Background: an optimization exercise with open tools, aiming at small area. Do not read the settings as production practice.
The RTL was checked by simulation tests, not by an equivalence proof against the original design.
Power is estimated from default activity; no workload was simulated.

`flow/config.mk`:
```
export PLATFORM = sky130hd
export DESIGN_NAME = arm_lite_core
export DESIGN_NICKNAME = arm_lite_core
export VERILOG_FILES = /design/flow/design.v
export SDC_FILE = /design/flow/constraint.sdc
export NUM_CORES = 4
export LEC_CHECK = 0
export CAP_MARGIN = 20
export CORE_MARGIN = 2
export CORE_UTILIZATION = 40
export SLEW_MARGIN = 20
```
`flow/run.sh`:
```
#!/bin/bash
# synth_recipe.tcl (not shown) runs the flow's synth.tcl, then flattens the netlist and writes it again
# the make line also repeats each setting of config.mk as NAME=value (left out here)
make -C /OpenROAD-flow-scripts/flow DESIGN_CONFIG=/design/flow/config.mk WORK_HOME=/design/flow/orfs CLKGATE_MAP_FILE= SYNTH_SCRIPT=/design/flow/synth_recipe.tcl finish
```
`flow/design.v`:
```
package arm_lite_pkg;
    localparam int XLEN       = 32;
    localparam int REG_ADDR_W = 4;
    localparam int NUM_REGS   = 16;
    localparam int COND_LSB      = 28;
    localparam int TYPE_LSB      = 26;   
    localparam int IMM_BIT       = 25;
    localparam int OPC_LSB       = 21;
    localparam int S_BIT         = 20;
    localparam int RN_LSB        = 16;
    localparam int RD_LSB        = 12;
    localparam int ROT_LSB       = 8;    
    localparam int IMM8_LSB      = 0;
    localparam int SHAMT_LSB     = 7;    
    localparam int SHIFT_LSB     = 5;
    localparam int REG_SHIFT_BIT = 4;    
    localparam int RM_LSB        = 0;
    localparam logic [3:0] COND_EQ = 4'd0;
    localparam logic [3:0] COND_NE = 4'd1;
    localparam logic [3:0] COND_CS = 4'd2;
    localparam logic [3:0] COND_CC = 4'd3;
    localparam logic [3:0] COND_MI = 4'd4;
    localparam logic [3:0] COND_PL = 4'd5;
    localparam logic [3:0] COND_VS = 4'd6;
    localparam logic [3:0] COND_VC = 4'd7;
    localparam logic [3:0] COND_HI = 4'd8;
    localparam logic [3:0] COND_LS = 4'd9;
    localparam logic [3:0] COND_GE = 4'd10;
    localparam logic [3:0] COND_LT = 4'd11;
    localparam logic [3:0] COND_GT = 4'd12;
    localparam logic [3:0] COND_LE = 4'd13;
    localparam logic [3:0] COND_AL = 4'd14;
    localparam logic [3:0] COND_NV = 4'd15;
    localparam logic [3:0] OP_AND = 4'b0000;
    localparam logic [3:0] OP_EOR = 4'b0001;
    localparam logic [3:0] OP_SUB = 4'b0010;
    localparam logic [3:0] OP_ADD = 4'b0100;
    localparam logic [3:0] OP_TST = 4'b1000;
    localparam logic [3:0] OP_CMP = 4'b1010;
    localparam logic [3:0] OP_ORR = 4'b1100;
    localparam logic [3:0] OP_MOV = 4'b1101;
    localparam logic [3:0] OP_MVN = 4'b1111;
    localparam logic [2:0] ALU_PASS_B = 3'd0;
    localparam logic [2:0] ALU_NOT_B  = 3'd1;
    localparam logic [2:0] ALU_ADD    = 3'd2;
    localparam logic [2:0] ALU_SUB    = 3'd3;
    localparam logic [2:0] ALU_AND    = 3'd4;
    localparam logic [2:0] ALU_ORR    = 3'd5;
    localparam logic [2:0] ALU_EOR    = 3'd6;
    localparam logic [1:0] SH_LSL = 2'd0;
    localparam logic [1:0] SH_LSR = 2'd1;
    localparam logic [1:0] SH_ASR = 2'd2;
    localparam logic [1:0] SH_ROR = 2'd3;
endpackage
`timescale 1ns/1ps
module ins_decoder (
    input  logic        clk,
    input  logic        i_reset_n,
    input  logic        i_ins_valid,
    input  logic [31:0] i_ins,
    output logic        o_valid,       
    output logic [3:0]  o_cond,
    output logic [2:0]  o_alu_op,
    output logic        o_wb_en,       
    output logic        o_set_flags,
    output logic [3:0]  o_rd,
    output logic [3:0]  o_rn,
    output logic        o_is_imm,
    output logic [7:0]  o_imm8,
    output logic [3:0]  o_rot4,        
    output logic [1:0]  o_sh,
    output logic [4:0]  o_shamt5,      
    output logic [3:0]  o_rm
);
    logic [3:0] opc;
    logic [2:0] alu_op;
    logic       is_dp;        
    logic       known_op;
    logic       is_compare;   
    assign opc   = i_ins[arm_lite_pkg::OPC_LSB +: 4];
    assign is_dp = (i_ins[arm_lite_pkg::TYPE_LSB +: 2] == 2'b00) &&
                   (i_ins[arm_lite_pkg::IMM_BIT] || !i_ins[arm_lite_pkg::REG_SHIFT_BIT]);
    always_comb begin
        known_op   = 1'b1;
        is_compare = 1'b0;
        alu_op     = arm_lite_pkg::ALU_PASS_B;
        case (opc)
            arm_lite_pkg::OP_MOV: alu_op = arm_lite_pkg::ALU_PASS_B;
            arm_lite_pkg::OP_MVN: alu_op = arm_lite_pkg::ALU_NOT_B;
            arm_lite_pkg::OP_ADD: alu_op = arm_lite_pkg::ALU_ADD;
            arm_lite_pkg::OP_SUB: alu_op = arm_lite_pkg::ALU_SUB;
            arm_lite_pkg::OP_AND: alu_op = arm_lite_pkg::ALU_AND;
            arm_lite_pkg::OP_ORR: alu_op = arm_lite_pkg::ALU_ORR;
            arm_lite_pkg::OP_EOR: alu_op = arm_lite_pkg::ALU_EOR;
            arm_lite_pkg::OP_CMP: begin
                alu_op     = arm_lite_pkg::ALU_SUB;
                is_compare = 1'b1;
            end
            arm_lite_pkg::OP_TST: begin
                alu_op     = arm_lite_pkg::ALU_AND;
                is_compare = 1'b1;
            end
            default: known_op = 1'b0;   
        endcase
    end
    always_ff @(posedge clk) begin
        if (!i_reset_n) begin
            o_valid <= 1'b0;
        end else begin
            o_valid <= i_ins_valid;
        end
    end
    always_ff @(posedge clk) begin
        if (i_ins_valid) begin
            o_cond      <= i_ins[arm_lite_pkg::COND_LSB +: 4];
            o_alu_op    <= alu_op;
            o_wb_en     <= is_dp && known_op && !is_compare;
            o_set_flags <= is_dp && known_op && (i_ins[arm_lite_pkg::S_BIT] || is_compare);
            o_rd        <= i_ins[arm_lite_pkg::RD_LSB +: 4];
            o_rn        <= i_ins[arm_lite_pkg::RN_LSB +: 4];
            o_is_imm    <= i_ins[arm_lite_pkg::IMM_BIT];
            o_imm8      <= i_ins[arm_lite_pkg::IMM8_LSB +: 8];
            o_rot4      <= i_ins[arm_lite_pkg::ROT_LSB +: 4];
            o_sh        <= i_ins[arm_lite_pkg::SHIFT_LSB +: 2];
            o_shamt5    <= i_ins[arm_lite_pkg::SHAMT_LSB +: 5];
            o_rm        <= i_ins[arm_lite_pkg::RM_LSB +: 4];
        end
    end
endmodule
`timescale 1ns/1ps
module reg_bank (
    input  logic        clk,
    input  logic        i_reset_n,
    input  logic [3:0]  i_rd_addr_a,   
    output logic [31:0] o_rd_data_a,
    input  logic [3:0]  i_rd_addr_b,   
    output logic [31:0] o_rd_data_b,
    input  logic        i_wr_en,
    input  logic [3:0]  i_wr_addr,
    input  logic [31:0] i_wr_data
);
    logic [31:0] regs [0:15];
    assign o_rd_data_a = regs[i_rd_addr_a];
    assign o_rd_data_b = regs[i_rd_addr_b];
    always_ff @(posedge clk) begin
        if (!i_reset_n) begin
            for (int i = 0; i < 16; i++) begin
                regs[i] <= '0;
            end
        end else if (i_wr_en) begin
            regs[i_wr_addr] <= i_wr_data;
        end
    end
endmodule
`timescale 1ns/1ps
module operand2_shifter (
    input  logic        i_is_imm,
    input  logic [7:0]  i_imm8,
    input  logic [3:0]  i_rot4,     
    input  logic [1:0]  i_sh,
    input  logic [4:0]  i_shamt5,   
    input  logic [31:0] i_rm_val,
    output logic [31:0] o_value
);
    logic [31:0] imm_value;
    logic [31:0] reg_value;
    logic [63:0] imm_doubled;
    logic [63:0] rm_doubled;
    assign imm_doubled = {24'd0, i_imm8, 24'd0, i_imm8} >> {i_rot4, 1'b0};
    assign imm_value   = imm_doubled[31:0];
    assign rm_doubled  = {i_rm_val, i_rm_val} >> i_shamt5;
    always_comb begin
        reg_value = i_rm_val;
        case (i_sh)
            arm_lite_pkg::SH_LSL: reg_value = i_rm_val << i_shamt5;
            arm_lite_pkg::SH_LSR: reg_value = i_rm_val >> i_shamt5;
            arm_lite_pkg::SH_ASR: reg_value = $unsigned($signed(i_rm_val) >>> i_shamt5);
            arm_lite_pkg::SH_ROR: reg_value = rm_doubled[31:0];
            default: reg_value = i_rm_val;
        endcase
    end
    assign o_value = i_is_imm ? imm_value : reg_value;
endmodule
`timescale 1ns/1ps
module execute_stage (
    input  logic        clk,
    input  logic        i_reset_n,
    input  logic        i_valid,
    input  logic [3:0]  i_cond,
    input  logic [2:0]  i_alu_op,
    input  logic        i_wb_en,
    input  logic        i_set_flags,
    input  logic [3:0]  i_rd,
    input  logic [3:0]  i_rn,
    input  logic        i_is_imm,
    input  logic [7:0]  i_imm8,
    input  logic [3:0]  i_rot4,
    input  logic [1:0]  i_sh,
    input  logic [4:0]  i_shamt5,
    input  logic [3:0]  i_rm,
    output logic [3:0]  o_rd_addr_a,
    input  logic [31:0] i_rd_data_a,
    output logic [3:0]  o_rd_addr_b,
    input  logic [31:0] i_rd_data_b,
    output logic        o_wr_en,
    output logic [3:0]  o_wr_addr,
    output logic [31:0] o_wr_data,
    output logic        o_wb_valid,
    output logic        o_wb_en,
    output logic [3:0]  o_wb_addr,
    output logic [31:0] o_wb_data,
    output logic [3:0]  o_nzcv
);
    logic [3:0]  flags_q;
    logic [3:0]  flags_d;
    logic [31:0] op_a;
    logic [31:0] op_b;
    logic [31:0] alu_res;
    logic        carry;
    logic        ovf;
    logic        cond_ok;
    logic        do_exec;   
    logic        wr_en;
    logic        fn;
    logic        fz;
    logic        fc;
    logic        fv;
    assign {fn, fz, fc, fv} = flags_q;
    always_comb begin
        case (i_cond)
            arm_lite_pkg::COND_EQ: cond_ok = fz;
            arm_lite_pkg::COND_NE: cond_ok = !fz;
            arm_lite_pkg::COND_CS: cond_ok = fc;
            arm_lite_pkg::COND_CC: cond_ok = !fc;
            arm_lite_pkg::COND_MI: cond_ok = fn;
            arm_lite_pkg::COND_PL: cond_ok = !fn;
            arm_lite_pkg::COND_VS: cond_ok = fv;
            arm_lite_pkg::COND_VC: cond_ok = !fv;
            arm_lite_pkg::COND_HI: cond_ok = fc && !fz;
            arm_lite_pkg::COND_LS: cond_ok = !fc || fz;
            arm_lite_pkg::COND_GE: cond_ok = fn == fv;
            arm_lite_pkg::COND_LT: cond_ok = fn != fv;
            arm_lite_pkg::COND_GT: cond_ok = !fz && (fn == fv);
            arm_lite_pkg::COND_LE: cond_ok = fz || (fn != fv);
            arm_lite_pkg::COND_AL: cond_ok = 1'b1;
            default:               cond_ok = 1'b0;   
        endcase
    end
    assign o_rd_addr_a = i_rn;
    assign o_rd_addr_b = i_rm;
    assign op_a        = i_rd_data_a;
    operand2_shifter u_operand2_shifter (
        .i_is_imm (i_is_imm),
        .i_imm8   (i_imm8),
        .i_rot4   (i_rot4),
        .i_sh     (i_sh),
        .i_shamt5 (i_shamt5),
        .i_rm_val (i_rd_data_b),
        .o_value  (op_b)
    );
    always_comb begin
        carry   = flags_q[1];   
        ovf     = flags_q[0];
        alu_res = op_b;
        case (i_alu_op)
            arm_lite_pkg::ALU_PASS_B: alu_res = op_b;
            arm_lite_pkg::ALU_NOT_B:  alu_res = ~op_b;
            arm_lite_pkg::ALU_ADD: begin
                {carry, alu_res} = {1'b0, op_a} + {1'b0, op_b};
                ovf = (op_a[31] == op_b[31]) && (alu_res[31] != op_a[31]);
            end
            arm_lite_pkg::ALU_SUB: begin
                {carry, alu_res} = {1'b0, op_a} + {1'b0, ~op_b} + 33'd1;
                ovf = (op_a[31] != op_b[31]) && (alu_res[31] != op_a[31]);
            end
            arm_lite_pkg::ALU_AND: alu_res = op_a & op_b;
            arm_lite_pkg::ALU_ORR: alu_res = op_a | op_b;
            arm_lite_pkg::ALU_EOR: alu_res = op_a ^ op_b;
            default: alu_res = op_b;
        endcase
    end
    assign flags_d = {alu_res[31], alu_res == 32'd0, carry, ovf};
    assign do_exec = i_valid && cond_ok;
    assign wr_en   = do_exec && i_wb_en;
    assign o_wr_en   = wr_en;
    assign o_wr_addr = i_rd;
    assign o_wr_data = alu_res;
    always_ff @(posedge clk) begin
        if (!i_reset_n) begin
            flags_q    <= 4'd0;
            o_wb_valid <= 1'b0;
            o_wb_en    <= 1'b0;
        end else begin
            o_wb_valid <= i_valid;   
            o_wb_en    <= wr_en;
            if (do_exec && i_set_flags) begin
                flags_q <= flags_d;
            end
        end
    end
    always_ff @(posedge clk) begin
        if (i_valid) begin
            o_wb_addr <= i_rd;
            o_wb_data <= alu_res;
        end
    end
    assign o_nzcv = flags_q;
endmodule
`timescale 1ns/1ps
module arm_lite_core (
    input  logic        clk,
    input  logic        i_reset_n,
    input  logic        i_ins_valid,
    input  logic [31:0] i_ins,
    output logic        o_wb_valid,
    output logic        o_wb_en,
    output logic [3:0]  o_wb_addr,
    output logic [31:0] o_wb_data,
    output logic [3:0]  o_nzcv
);
    logic        dec_valid;
    logic [3:0]  dec_cond;
    logic [2:0]  dec_alu_op;
    logic        dec_wb_en;
    logic        dec_set_flags;
    logic [3:0]  dec_rd;
    logic [3:0]  dec_rn;
    logic        dec_is_imm;
    logic [7:0]  dec_imm8;
    logic [3:0]  dec_rot4;
    logic [1:0]  dec_sh;
    logic [4:0]  dec_shamt5;
    logic [3:0]  dec_rm;
    logic [3:0]  rf_rd_addr_a;
    logic [31:0] rf_rd_data_a;
    logic [3:0]  rf_rd_addr_b;
    logic [31:0] rf_rd_data_b;
    logic        rf_wr_en;
    logic [3:0]  rf_wr_addr;
    logic [31:0] rf_wr_data;
    ins_decoder u_ins_decoder (
        .clk          (clk),
        .i_reset_n    (i_reset_n),
        .i_ins_valid  (i_ins_valid),
        .i_ins        (i_ins),
        .o_valid      (dec_valid),
        .o_cond       (dec_cond),
        .o_alu_op     (dec_alu_op),
        .o_wb_en      (dec_wb_en),
        .o_set_flags  (dec_set_flags),
        .o_rd         (dec_rd),
        .o_rn         (dec_rn),
        .o_is_imm     (dec_is_imm),
        .o_imm8       (dec_imm8),
        .o_rot4       (dec_rot4),
        .o_sh         (dec_sh),
        .o_shamt5     (dec_shamt5),
        .o_rm         (dec_rm)
    );
    reg_bank u_reg_bank (
        .clk        (clk),
        .i_reset_n  (i_reset_n),
        .i_rd_addr_a(rf_rd_addr_a),
        .o_rd_data_a(rf_rd_data_a),
        .i_rd_addr_b(rf_rd_addr_b),
        .o_rd_data_b(rf_rd_data_b),
        .i_wr_en    (rf_wr_en),
        .i_wr_addr  (rf_wr_addr),
        .i_wr_data  (rf_wr_data)
    );
    execute_stage u_execute_stage (
        .clk          (clk),
        .i_reset_n    (i_reset_n),
        .i_valid      (dec_valid),
        .i_cond       (dec_cond),
        .i_alu_op     (dec_alu_op),
        .i_wb_en      (dec_wb_en),
        .i_set_flags  (dec_set_flags),
        .i_rd         (dec_rd),
        .i_rn         (dec_rn),
        .i_is_imm     (dec_is_imm),
        .i_imm8       (dec_imm8),
        .i_rot4       (dec_rot4),
        .i_sh         (dec_sh),
        .i_shamt5     (dec_shamt5),
        .i_rm         (dec_rm),
        .o_rd_addr_a  (rf_rd_addr_a),
        .i_rd_data_a  (rf_rd_data_a),
        .o_rd_addr_b  (rf_rd_addr_b),
        .i_rd_data_b  (rf_rd_data_b),
        .o_wr_en      (rf_wr_en),
        .o_wr_addr    (rf_wr_addr),
        .o_wr_data    (rf_wr_data),
        .o_wb_valid   (o_wb_valid),
        .o_wb_en      (o_wb_en),
        .o_wb_addr    (o_wb_addr),
        .o_wb_data    (o_wb_data),
        .o_nzcv       (o_nzcv)
    );
endmodule
```
`flow/constraint.sdc`:
```
create_clock -name core_clock -period 12.0 [get_ports {clk}]
set_input_delay 2.4000 -clock core_clock [delete_from_list [all_inputs] [get_ports {clk}]]
set_output_delay 2.4000 -clock core_clock [all_outputs]
set_load 0.01 [all_outputs]
```
==> run summary <==
* Status: timing/DRC/antenna clean
* Syn Std Cell Area at 42200 um2
* Crit Path Class: reg -> reg
* TritonCTS clock tree: done
* Clock slew seen by the registers of the worst setup and hold paths at 0.06 ns
* Fill cell total of the finished layout at 9968
* Clock latency on the worst-skew pair at 0.64 ns
* Inserted Clock Buffers at 69
* Area leader, netlist: edfxtp_1
* CP max-delay cell: dfxtp_4
* Endpoints failing setup at 0
* Largest net degree at the start of global routing at 119
* WP data arrival at 10.85 ns
* # clock sinks at 593
* Sort of element at the start of the critical path: flip-flop
* Cell types with the largest area share after synthesis: edfxtp_1 (41%), mux4_2 (13%), nor2_1 (6.3%)
* Tcrit/Tclk final at 85.7%
* First-pass GRT wire length at 281000 um
* Placer Congestion at 1.08
* H-tree depth at 3
* CP most frequent cell: or3_1
* Via count of the first global-routing pass at 36000
* Unique cell type count in the Yosys netlist at 108
* RSZ-0062 raised after global routing: no
* Final Critical Period at 10.28 ns
* Syn. warnings at 4
* Global route total overflow at 0
* Hold/Removal Path Class: reg -> reg
* Max Clk Rate at 97.3 MHz
* Vias/cell at 6.95
* Vias at 37900
* WL/cell at 36.9 um
* Flip-flop and latch count after synthesis at 593
* Sum Neg Setup Slack at 0 ns
* Number of buffers inserted by hold repair at cts at 0
* PostCTS Resize Cnt at 0
* Clk buf depth at 3
* Average instance area after synthesis at 10.4 um2
* Number of buffers added for setup after CTS at 0
* Input/output buffers at 76
* Site Rows at 119
* Core ar. at 105000 um2
* Required arrival time at the worst endpoint at 12.57 ns
* IR Drop Worst-Case VDD at 0.166 mV
* Pwr Density at 159 nW/um2
* Fraction of final layout cells with drive strength greater than 1 at 15.5%
* Largest clock skew in the final design at 0.0231 ns
* Max-cap check violation count at 0
* Count of unresolved DRC violations after routing at 0
* Chip Height at 329 um
* Number of nets in the synthesized netlist at 4198
* Remaining antenna violation count after routing at 0
* Initial Utilization at 40.2%
* Global Route Usage Sum at 36.6%
* Half-perimeter wire length of the detailed placement result at 140000 um
* Highest net fanout along the worst path at 48
* Number of standard cells after synthesis at 4061
* Iteration-0 DRC Markers at 5846
* Count of flip-flops with a built-in enable after synthesis at 578
* Crit path largest cell delay at 0.95 ns
* Post-synth top area share at 41.1%
* Leakage component of the power at 17.2 nW
* Sum of routed wire length over all layers at 201000 um
* Critical path capture point type: flip-flop
* Signed area change from the synthesized netlist to the final layout at 10.3%
* Transition time at the pin with the least slew margin at 1.22 ns
* Sequential area share after synthesis at 41.8%
* Most common flop cell mapped by yosys: edfxtp_1
* Most frequent cells after synthesis: nor2_1 (704), edfxtp_1 (578), nand2_1 (280)
* Library cell with the highest instance count after synthesis: nor2_1
* Initial antenna violation count at 10
* First-pass detailed-route iteration total at 7
* Max-slew violation count at 0
* Die area at 108000 um2
* Fin nets at 4144
* Hold Startpoint: u_ins_decoder.o_rn[1]
* Slew HR at 18.9%
* Minimum setup slack among reg-to-reg paths at 1.72 ns
* Final Util at 44.4%
* Clock root buffer master: clkbuf_16
* Share of synthesized flip-flops with an asynchronous set or reset at 0%
* Die X at 329 um
* Top-level port count at 77
* Final hold violations at 0
[cell families after synthesis]
kind of cell	count (synthesis)	share of synthesized area (%)
compound gates	922	15.7
xor+xnor	25	0.518
fa+ha+maj	102	3.06
buf+inv	504	5.18
flops	593	41.8
mux	481	18.7
simple gates	1434	15.0
[area by class of cell]
cell class / count / area (um2) / area share [%]
Multi-Input combinational cell: 2964 / 22500 / 48.3
Sequential cell: 593 / 17700 / 37.9
Timing Repair Buffer: 233 / 1970 / 4.23
Clock buffer: 88 / 1820 / 3.90
Tap cell: 1391 / 1740 / 3.73
Inverter: 146 / 548 / 1.18
Clock inverter: 36 / 312 / 0.668
Antenna cell: 4 / 10.0 / 0.0215
[worst paths after layout]
kind	end	cells past startpoint
worst min-delay path	flip-flop	1
worst min register to register	flip-flop	1
worst max register to register	u_execute_stage.flags_q[2]	27
worst max-delay path	u_execute_stage.flags_q[2]	27
[critical path: cells and delay by family (launching register included)]
kind / cells / cell delay, ns
AO/OA/AOI/OAI: 11 / 4.88
XOR/XNOR: 1 / 0.15
adder cells (fa/ha/maj): 1 / 0.42
buffers and inverters: 3 / 1.05
flip-flops: 1 / 0.95
multiplexers: 1 / 0.10
AND/OR/NAND/NOR: 10 / 2.56
[state kept, by name, summed over array words and instances, names as in the netlist, 3 cells and up, named ones only]
| signal | cells |
|---|---|
| u_reg_bank.regs | 512 |
| u_ins_decoder.o_shamt5 | 4 |
| u_execute_stage.o_wb_addr | 4 |
| u_ins_decoder.o_rd | 4 |
| u_execute_stage.flags_q | 4 |
| u_ins_decoder.o_cond | 4 |
| u_ins_decoder.o_rn | 4 |
| u_execute_stage.o_wb_data | 32 |
| u_ins_decoder.o_alu_op | 3 |
| u_ins_decoder.o_rm | 3 |
| u_ins_decoder.o_imm8 | 3 |
[where the power goes]
group	internal, mW	switching, mW
Sequential	2.38	0.0852
Clock	1.15	0.878
Combinational	0.896	2.03
Total	4.42	2.99
[metal layers]
layer  track usage (%)  share of wire, %  vias to the layer above
met3              11.0                12                      586
li1                  -                 -                    15400
met5                 0             0.068                        -
met4              19.4               6.3                       16
met1              48.3                38                    19000
met2              54.3                43                     2844
[stage by stage]
step	std cells	hold WS (ns)	setup WS (ns)	instance area [um2]	total power, mW
floorplan	4061	0.449	4.97	42200	4.18
global placement	5325	0.453	2.15	44400	5.29
detailed placement	5326	0.465	2.13	44500	5.29
CTS	5450	0.481	2.08	46600	7.30
global route	5451	0.493	1.42	46600	7.61
finish	5455	0.475	1.72	46600	7.41
[layout by cell type (no fill, tap or decap), types with 17 or more instances in the layout]
cell / n
xnor2_1: 20
nand2_2: 28
nand3_1: 109
nor2_1: 702
o211ai_1: 38
mux2i_1: 196
clkbuf_1: 18
nor3_1: 88
o21bai_1: 22
a221o_1: 18
o31ai_1: 28
edfxtp_1: 578
a21oi_1: 159
a211oi_1: 35
a31oi_1: 31
clkbuf_16: 70
clkdlybuf4s50_1: 74
buf_4: 152
nor4_1: 17
a221oi_1: 26
nand4_1: 28
nand2b_1: 30
mux4_2: 242
nor2b_1: 28
ha_1: 100
and2_1: 64
o221ai_1: 28
clkinv_1: 19
nand2_1: 252
o21ai_0: 116
a22oi_1: 92
inv_1: 135
o22ai_1: 66
mux2_2: 39

-- re-timing with driven ports --
No port has a modelled driver above. Below, the same layout with a new extraction and two added sets of constraints.
Step 1 sets driving cells, clkbuf_16 on the clock port and buf_2 on the other inputs (assumed; they add their load-dependent delay and slew).
Step 2, shift: input delay + t, output delay - t, t = (earliest + latest rising clock arrival at the registers) / 2. This alone moves slack from input paths to output paths.
Three values: ideal ports, drivers, drivers and shift; two values: the first two.
t, ns: 0.710
setup WS [ns]: 1.718 / 1.718 / 1.718
worst setup path at the end: register to register
worst register clock-pin slew, ns: 0.06 / 0.06
worst slew at a driven data input, ns: 0.06
After both steps setup and hold are still met in this run. The setup slack of this run moves by 0.000 ns with the drivers and by 0.000 ns with both steps.
